From an optimization exercise on the open Yosys and OpenROAD flow, aimed at small area, a short achievable clock period and few clock cycles per item; shortcuts taken in it are not production practice.
Function was checked by simulation only, so behaviour that the tests miss may differ from the original.
Power and IR drop assume default switching activity.

==> flow/design.v <==
`default_nettype none
package q16alu_pkg;
	localparam int DATA_W = 32;
	localparam int CMD_W  = 3;
	localparam int DIV_BPS = 2;	 
	typedef enum logic [CMD_W-1:0] {
		CMD_MUL   = 3'd0,
		CMD_DIV   = 3'd1,
		CMD_SIGN  = 3'd2,
		CMD_FLOOR = 3'd3,
		CMD_CEIL  = 3'd4,
		CMD_ROUND = 3'd5,
		CMD_ABS   = 3'd6
	} cmd_t;
endpackage
`default_nettype wire
`default_nettype none
module q16_16_fixed_point_alu #(
	parameter int FRAC_BITS = 16
) (
	input  wire logic                            clk,
	input  wire logic                            arst_n,
	input  wire logic                            in_valid,
	output logic                                 in_ready,
	input  wire logic [q16alu_pkg::CMD_W-1:0]    cmd,
	input  wire logic signed [q16alu_pkg::DATA_W-1:0] operand_a,
	input  wire logic signed [q16alu_pkg::DATA_W-1:0] operand_b,
	output logic                                 out_valid,
	input  wire logic                            out_ready,
	output logic signed [q16alu_pkg::DATA_W-1:0] result,
	output logic                                 divide_by_zero
);
	localparam logic [2:0] CMD_MUL   = 3'd0;
	localparam logic [2:0] CMD_DIV   = 3'd1;
	localparam logic [2:0] CMD_SIGN  = 3'd2;
	localparam logic [2:0] CMD_FLOOR = 3'd3;
	localparam logic [2:0] CMD_CEIL  = 3'd4;
	localparam logic [2:0] CMD_ROUND = 3'd5;
	localparam logic [2:0] CMD_ABS   = 3'd6;
	localparam int G = 8;	 
	logic        s_div, s_fin, s_mul;	 
	logic [5:0]  cnt;
	logic        neg, qb, bneg;
	logic [33:0] R;
	logic [31:0] Q, D;
	logic        dz, ov;
	logic [33:0] X, Y, S;
	logic        sub;
	q16_bk_add #(.W(34)) u_add (.a(X), .b(Y ^ {34{sub}}), .ci(sub), .s(S));
	logic        bit_in, dsub;
	logic [2:0]  bd;
	logic [33:0] dsx;
	assign bit_in = !cnt[5] && Q[31];
	assign bd     = {Q[1], Q[0], qb};
	assign dsx    = {{2{D[31]}}, D};
	always_comb begin
		if (s_div)
			X = {1'b0, R[31:0], bit_in};
		else if (s_mul && cnt <= 6'd8)
			X = {{2{R[33]}}, R[33:2]};
		else
			X = R;
		if (s_fin) begin
			Y = {2'b0, Q}; sub = neg;
		end else if (s_div) begin
			Y = dsx; sub = !bneg;
		end else begin
			case (bd)
				3'b001, 3'b010, 3'b101, 3'b110: Y = dsx;
				3'b011, 3'b100:                 Y = {dsx[32:0], 1'b0};
				default:                        Y = '0;
			endcase
			sub = Q[1];
		end
	end
	assign dsub = S[33];	 
	logic [15:0] fr, inc;
	logic [31:0] am;
	logic        lo;
	logic        a_zero, b_zero, fr_nz, up, triv, dz_in, mskip;
	logic [31:0] tv;
	always_comb begin
		am[0] = operand_a[0];
		lo    = operand_a[0];
		for (int i = 1; i < 32; i++) begin
			am[i] = operand_a[i] ^ (operand_a[31] && lo);
			lo    = lo | operand_a[i];
		end
		fr     = operand_a[15:0];
		inc    = operand_a[31:16] + 16'd1;
		a_zero = operand_a == '0;
		b_zero = operand_b == '0;
		fr_nz  = fr != '0;
		up     = fr[15] && (!operand_a[31] || fr[14:0] != '0);
		dz_in  = (cmd == CMD_DIV) && b_zero;
		triv   = !(cmd[2:1] == 2'b00 && !a_zero && !b_zero);
		mskip  = !fr_nz;
		case (cmd)
			CMD_SIGN:  tv = a_zero ? '0 : (operand_a[31] ? '1 : 32'd1);
			CMD_FLOOR: tv = {operand_a[31:16], 16'd0};
			CMD_CEIL:  tv = fr_nz ? {inc, 16'd0} : operand_a;
			CMD_ROUND: tv = up ? {inc, 16'd0} : {operand_a[31:16], 16'd0};
			CMD_ABS:   tv = am;
			default:   tv = '0;
		endcase
	end
	logic [31:0] xa, xb, ta;
	logic [5:0]  la, lb;
	logic [6:0]  kd;
	logic [5:0]  ks;	 
	logic [63:0] nsh;
	always_comb begin
		xa = operand_a ^ {32{operand_a[31]}};
		xb = operand_b ^ {32{operand_b[31]}};
		ta[31] = xa[31];
		for (int i = 30; i >= 0; i--)
			ta[i] = ta[i+1] | xa[i];
		la = 6'd0;
		lb = 6'd0;
		for (int i = 0; i < 32; i++) begin
			if (xa[i]) la = 6'(i + 1);
			if (xb[i]) lb = 6'(i + 1);
		end
		if (operand_a[31] && ta == xa)
			la = la + 6'd1;
		kd = 7'd31 + {1'b0, lb} - {1'b0, la};
		if (kd[6])
			ks = '0;
		else if (kd[5:0] >= 6'd40)
			ks = 6'd40;
		else
			ks = kd[5:0] & 6'(~(G - 1));
		nsh = {32'd0, am} << ks;
	end
	logic take, mlast, dlast, done;
	assign in_ready = !(s_div || s_fin || s_mul) && (!ov || out_ready);
	assign take     = in_valid && in_ready;
	assign mlast    = (cnt == 6'd15) || (cnt[3] && (Q[31:1] == '0 || Q[31:1] == '1));
	assign dlast    = cnt == 6'd47;
	assign done     = s_fin || (s_mul && mlast);
	always_ff @(posedge clk or negedge arst_n) begin
		if (!arst_n) begin
			s_div <= 1'b0;
			s_fin <= 1'b0;
			s_mul <= 1'b0;
			ov    <= 1'b0;
		end else begin
			if (ov && out_ready)
				ov <= 1'b0;
			if (done) begin
				ov    <= 1'b1;
				s_fin <= 1'b0;
				s_mul <= 1'b0;
			end
			if (s_div && dlast) begin
				s_div <= 1'b0;
				s_fin <= 1'b1;
			end
			if (take) begin
				if (triv)
					ov <= 1'b1;
				else if (cmd[0])
					s_div <= 1'b1;
				else
					s_mul <= 1'b1;
			end
		end
	end
	always_ff @(posedge clk) begin
		if (s_div) begin
			if (dlast)     R <= '0;
			else if (dsub) R <= X;
			else           R <= S;
			Q   <= {Q[30:0], !dsub};
			cnt <= cnt + 6'd1;
		end
		if (s_mul) begin
			R   <= S;
			Q   <= {{2{Q[31]}}, Q[31:2]};
			qb  <= Q[1];
			if (cnt[3])
				D <= {D[29:0], 2'b0};
			cnt <= cnt + 6'd1;
		end
		if (s_fin)
			R <= S;
		if (take) begin
			neg  <= operand_a[31] ^ operand_b[31];
			bneg <= operand_b[31];
			D    <= operand_b;
			qb   <= 1'b0;
			dz   <= dz_in;
			if (triv) begin
				R <= {2'b0, tv};
			end else if (cmd[0]) begin
				R   <= {2'b0, nsh[63:32]};
				Q   <= nsh[31:0];
				cnt <= ks;
			end else begin
				R <= '0;
				if (mskip) begin
					Q   <= {{16{operand_a[31]}}, operand_a[31:16]};
					cnt <= 6'd8;
				end else begin
					Q   <= operand_a;
					cnt <= 6'd0;
				end
			end
		end
	end
	assign out_valid      = ov;
	assign result         = R[31:0];
	assign divide_by_zero = dz;
endmodule
`default_nettype wire
module q16_bk_add #(
	parameter int W = 34
) (
	input  wire logic [W-1:0] a,
	input  wire logic [W-1:0] b,
	input  wire logic         ci,
	output logic      [W-1:0] s
);
	logic [W-1:0] p, g, G, P;
	always_comb begin
		p = a ^ b;
		g = a & b;
		G = g;
		P = p;
		G[0] = g[0] | (p[0] & ci);
		for (int d = 1; d < W; d = d * 2)
			for (int i = 2 * d - 1; i < W; i = i + 2 * d) begin
				G[i] = G[i] | (P[i] & G[i-d]);
				P[i] = P[i] & P[i-d];
			end
		for (int d = 32; d >= 1; d = d / 2)
			for (int i = 3 * d - 1; i < W; i = i + 2 * d) begin
				G[i] = G[i] | (P[i] & G[i-d]);
				P[i] = P[i] & P[i-d];
			end
		s = p ^ {G[W-2:0], ci};
	end
endmodule
==> flow/run.sh <==
#!/bin/bash
# synth_recipe.tcl (not shown) runs the flow's synth.tcl, then flattens the netlist and writes it again
# the make line also repeats each setting of config.mk as NAME=value (left out here)
make -C /OpenROAD-flow-scripts/flow DESIGN_CONFIG=/design/flow/config.mk WORK_HOME=/design/flow/orfs CLKGATE_MAP_FILE= SYNTH_SCRIPT=/design/flow/synth_recipe.tcl finish
==> flow/config.mk <==
export PLATFORM = sky130hd
export DESIGN_NAME = q16_16_fixed_point_alu
export DESIGN_NICKNAME = q16_16_fixed_point_alu
export VERILOG_FILES = /design/flow/design.v
export SDC_FILE = /design/flow/constraint.sdc
export NUM_CORES = 4
export LEC_CHECK = 0
export CAP_MARGIN = 20
export CORE_MARGIN = 2
export CORE_UTILIZATION = 40
export SETUP_SLACK_MARGIN = 5
export SLEW_MARGIN = 20
==> flow/constraint.sdc <==
create_clock -name core_clock -period 10.0 [get_ports {clk}]
set_input_delay 2.0000 -clock core_clock [delete_from_list [all_inputs] [get_ports {clk}]]
set_output_delay 2.0000 -clock core_clock [all_outputs]
set_load 0.01 [all_outputs]
==> flow_metrics.env <==
export IMPL_min_to="cnt[1]$_DFF_P_"
export IMPL_worst_r2r_endpoint="R[14]$_DFFE_PP_"
export IMPL_dieArea_um2=36400
export IMPL_met2WireLength_mm=26.4
export IMPL_htree_levels=3
export IMPL_drc_errors=0
export IMPL_period_share=0.679
export IMPL_numCtsBuffers=9
export IMPL_finalMaxSlewViolations=0
export IMPL_hp_class="reg -> reg"
export IMPL_met3_length_mm=5.86
export IMPL_die_height_um=191
export IMPL_fillers=3293
export IMPL_worst_pin_slew_ns=1.13
export IMPL_rr_worst_depth=28
export IMPL_overflow=0
export IMPL_synth_ff_type="edfxtp_1"
export IMPL_ant_nets=0
export IMPL_cpMaxStageDelayCell="a2111o_1"
export IMPL_p_total_mw=7.89
export IMPL_worstHoldPathCells=2
export IMPL_die_x_um=191
export IMPL_m1WireLength_mm=26.2
export IMPL_fin_crit_ns=6.79
export IMPL_core_area_um2=34500
export IMPL_postLayoutCoreUtil=0.526
export IMPL_synth_fp_nets=2048
export IMPL_hold_violations=0
export IMPL_io_pins=106
export IMPL_hold_buffers=0
export IMPL_critPathKind="in -> reg"
export IMPL_rsz0062_at_grt="yes"
export IMPL_reg2reg_slack_ns=3.82
export IMPL_relSlewSlack=0.241
export IMPL_cts_buffer_depth=2
export IMPL_diodes=0
export IMPL_clk_pin_slew_ns=0.09
export IMPL_finalWirelength_mm=61.6
export IMPL_avgViaCountPerCell=6.39
export IMPL_dr_total_vias=15856
export IMPL_ys_async_sr_fraction=0.0357
export IMPL_startpoint_type="input pin"
export IMPL_final_nets=2152
export IMPL_worstPathRequired_ns=10.17
export IMPL_area_delta_synth_final_pct=29.8
export IMPL_synth_distinct_cells=92
export IMPL_avgSynthCellArea_um2=7.29
export IMPL_first_iter_violations=1902
export IMPL_num_rows=68
export IMPL_crit_fanout=12
export IMPL_port_buffers=105
export IMPL_status="complete, no violations"
export IMPL_slowest_delay_ns=0.43
export IMPL_synth_warning_count=2
export IMPL_clock_latency_ns=0.38
export IMPL_netlist_instances=1916
export IMPL_synth_seq_cells=112
export IMPL_firstDrtPassIters=6
export IMPL_leakage_nw=7.01
export IMPL_grt_max_degree=83
export IMPL_final_cell_mix="nand2_1 (282), a21oi_1 (154), nor2_1 (146)"
export IMPL_setup_viol=0
export IMPL_start_util=0.405
export IMPL_antenna_found_initial=1
export IMPL_first_global_vias=14537
export IMPL_synth_edff_count=69
export IMPL_fin_tns_setup_ns=0
export IMPL_endpoint_kind="flop"
export IMPL_routabilityCongestion=0.977
export IMPL_rr_startpoint="Q[1]$_DFF_P_"
export IMPL_top_layer="met5"
export IMPL_ir_drop_uv=372
export IMPL_cts_sinks=112
export IMPL_cts_tree="done"
export IMPL_ys_seq_area_frac=0.211
export IMPL_grt_pass1_wl_mm=91.5
export IMPL_finClkSkew_ns=0.0173
export IMPL_wl_per_cell_um=24.8
export IMPL_drv_cap=0
export IMPL_synth_area_um2=14000
export IMPL_p_per_area_nw_per_um2=435
export IMPL_layout_commonest_cell="nand2_1"
export IMPL_cts_root_buf="clkbuf_16"
export IMPL_min_from="cnt[1]$_DFF_P_"
export IMPL_fmax_mhz=147
export IMPL_arrival_ns=6.96
export IMPL_drive_gt1_frac=0.229
export IMPL_grtUsageTotal=0.332
export IMPL_hpwl_mm=44.8
worst max-delay path, delay by kind of cell:
family / cells / cell delay, ns
AOI/OAI and AO/OA: 14 / 2.76
and+or+nand+nor: 8 / 0.95
adders and majority gates: 2 / 0.44
muxes: 1 / 0.33
buffers and inverters: 3 / 0.48
logic make-up (layout without fill, tap and decap cells):
kind of cell	count (synthesis)	after routing	synth area share
AOI/OAI and AO/OA	615	617	0.277
adders and majority gates	61	61	0.0643
buffers and inverters	245	349	0.0771
and+or+nand+nor	648	651	0.208
muxes	118	118	0.0888
xor gates and xnor gates	117	117	0.0734
DFF	112	112	0.211
metal layers:
metal | GRT usage | vias to the layer above
li1 | - | 7171
met1 | 0.467 | 7617
met2 | 0.498 | 911
met3 | 0.0554 | 155
met4 | 0.146 | 2
met5 | 0 | -
final cells by class:
type / count / area, µm² / share of cell area
clock buffers: 10 / 239 / 0.0132
inverters: 75 / 290 / 0.0160
clock inverters: 6 / 70.1 / 0.00387
multi-input cells: 1564 / 11500 / 0.632
repair buffers: 258 / 2530 / 0.140
well taps: 455 / 569 / 0.0314
flip-flops and latches: 112 / 2970 / 0.164
metrics by stage:
step	area [µm²]	std cells	hold WS, ns	worst slack, ns
finish	18100	2480	0.540	3.21
global route	18100	2480	0.592	3.08
CTS	17200	2439	0.551	3.34
detailed placement	15200	2329	0.529	1.33
global placement	15200	2329	0.515	1.44
floorplan	14300	1916	0.493	3.53
registers in the layout, summed over array words and instances, names as in the netlist:
name	cells
s_mul	1
Q	32
s_div	1
cnt	6
bneg	1
s_fin	1
R	34
dz	1
ov	1
qb	1
neg	1
D	32
cell usage after synthesis, drive strengths merged, types with 48 or more instances:
cell | instances | area [µm²]
nand2 | 288 | 1080
mux2i | 93 | 947
a21oi | 180 | 912
buf | 62 | 390
edfxtp | 69 | 2070
xnor2 | 55 | 482
nor2 | 165 | 624
inv | 71 | 267
xor2 | 62 | 543
o21ai | 159 | 800
clkbuf | 108 | 405
a22oi | 48 | 360
worst max path at each step:
| stage | from | to |
|---|---|---|
| floorplan | operand_b[0] | R[29]$_DFFE_PP_ |
| global placement | operand_a[25] | R[28]$_DFFE_PP_ |
| detailed placement | operand_a[25] | R[28]$_DFFE_PP_ |
| CTS | operand_b[1] | R[28]$_DFFE_PP_ |
| global route | operand_b[1] | R[29]$_DFFE_PP_ |
| finish | operand_b[1] | R[18]$_DFFE_PP_ |
report_power, final:
part	total (mW)	internal, mW	switching (mW)	leakage [nW]
Clock	0.389	0.185	0.204	0.151
Sequential	1.32	0.977	0.340	1.07
Combinational	6.18	2.77	3.41	5.79
repair_timing:
item	CTS	global route
setup endpoints to repair	105	104
resized for setup	321	115
pin swaps	83	99
buffers inserted	86	41
cloned	8	0
Testbench counts, summed over its fixed seeds: cycles 130,293, items 24,000.

separate check: timing with driven ports:
The flow's constraints put no driver on any port. The routed layout listed below was extracted and timed again, unchanged, in two steps.
Step 1, drivers: a clkbuf_16 drives clk and a buf_2 each remaining input, both assumed.
Step 2 moves the port delays by t, midway between the first and last clock arrival at a register: inputs arrive t later, outputs are due t later. That takes back most of the time a late clock gives input paths.
Slacks: no drivers / after step 1 / after step 2; pairs: no drivers / after step 1.
t (ns): 0.426
setup slack, ns: 3.208 / 3.194 / 2.768
latest minus earliest clock arrival (ns): 0.017 / 0.018
After both steps setup and hold are still met in this run. The setup slack of this run moves by -0.014 ns with the drivers and by -0.440 ns with both steps.
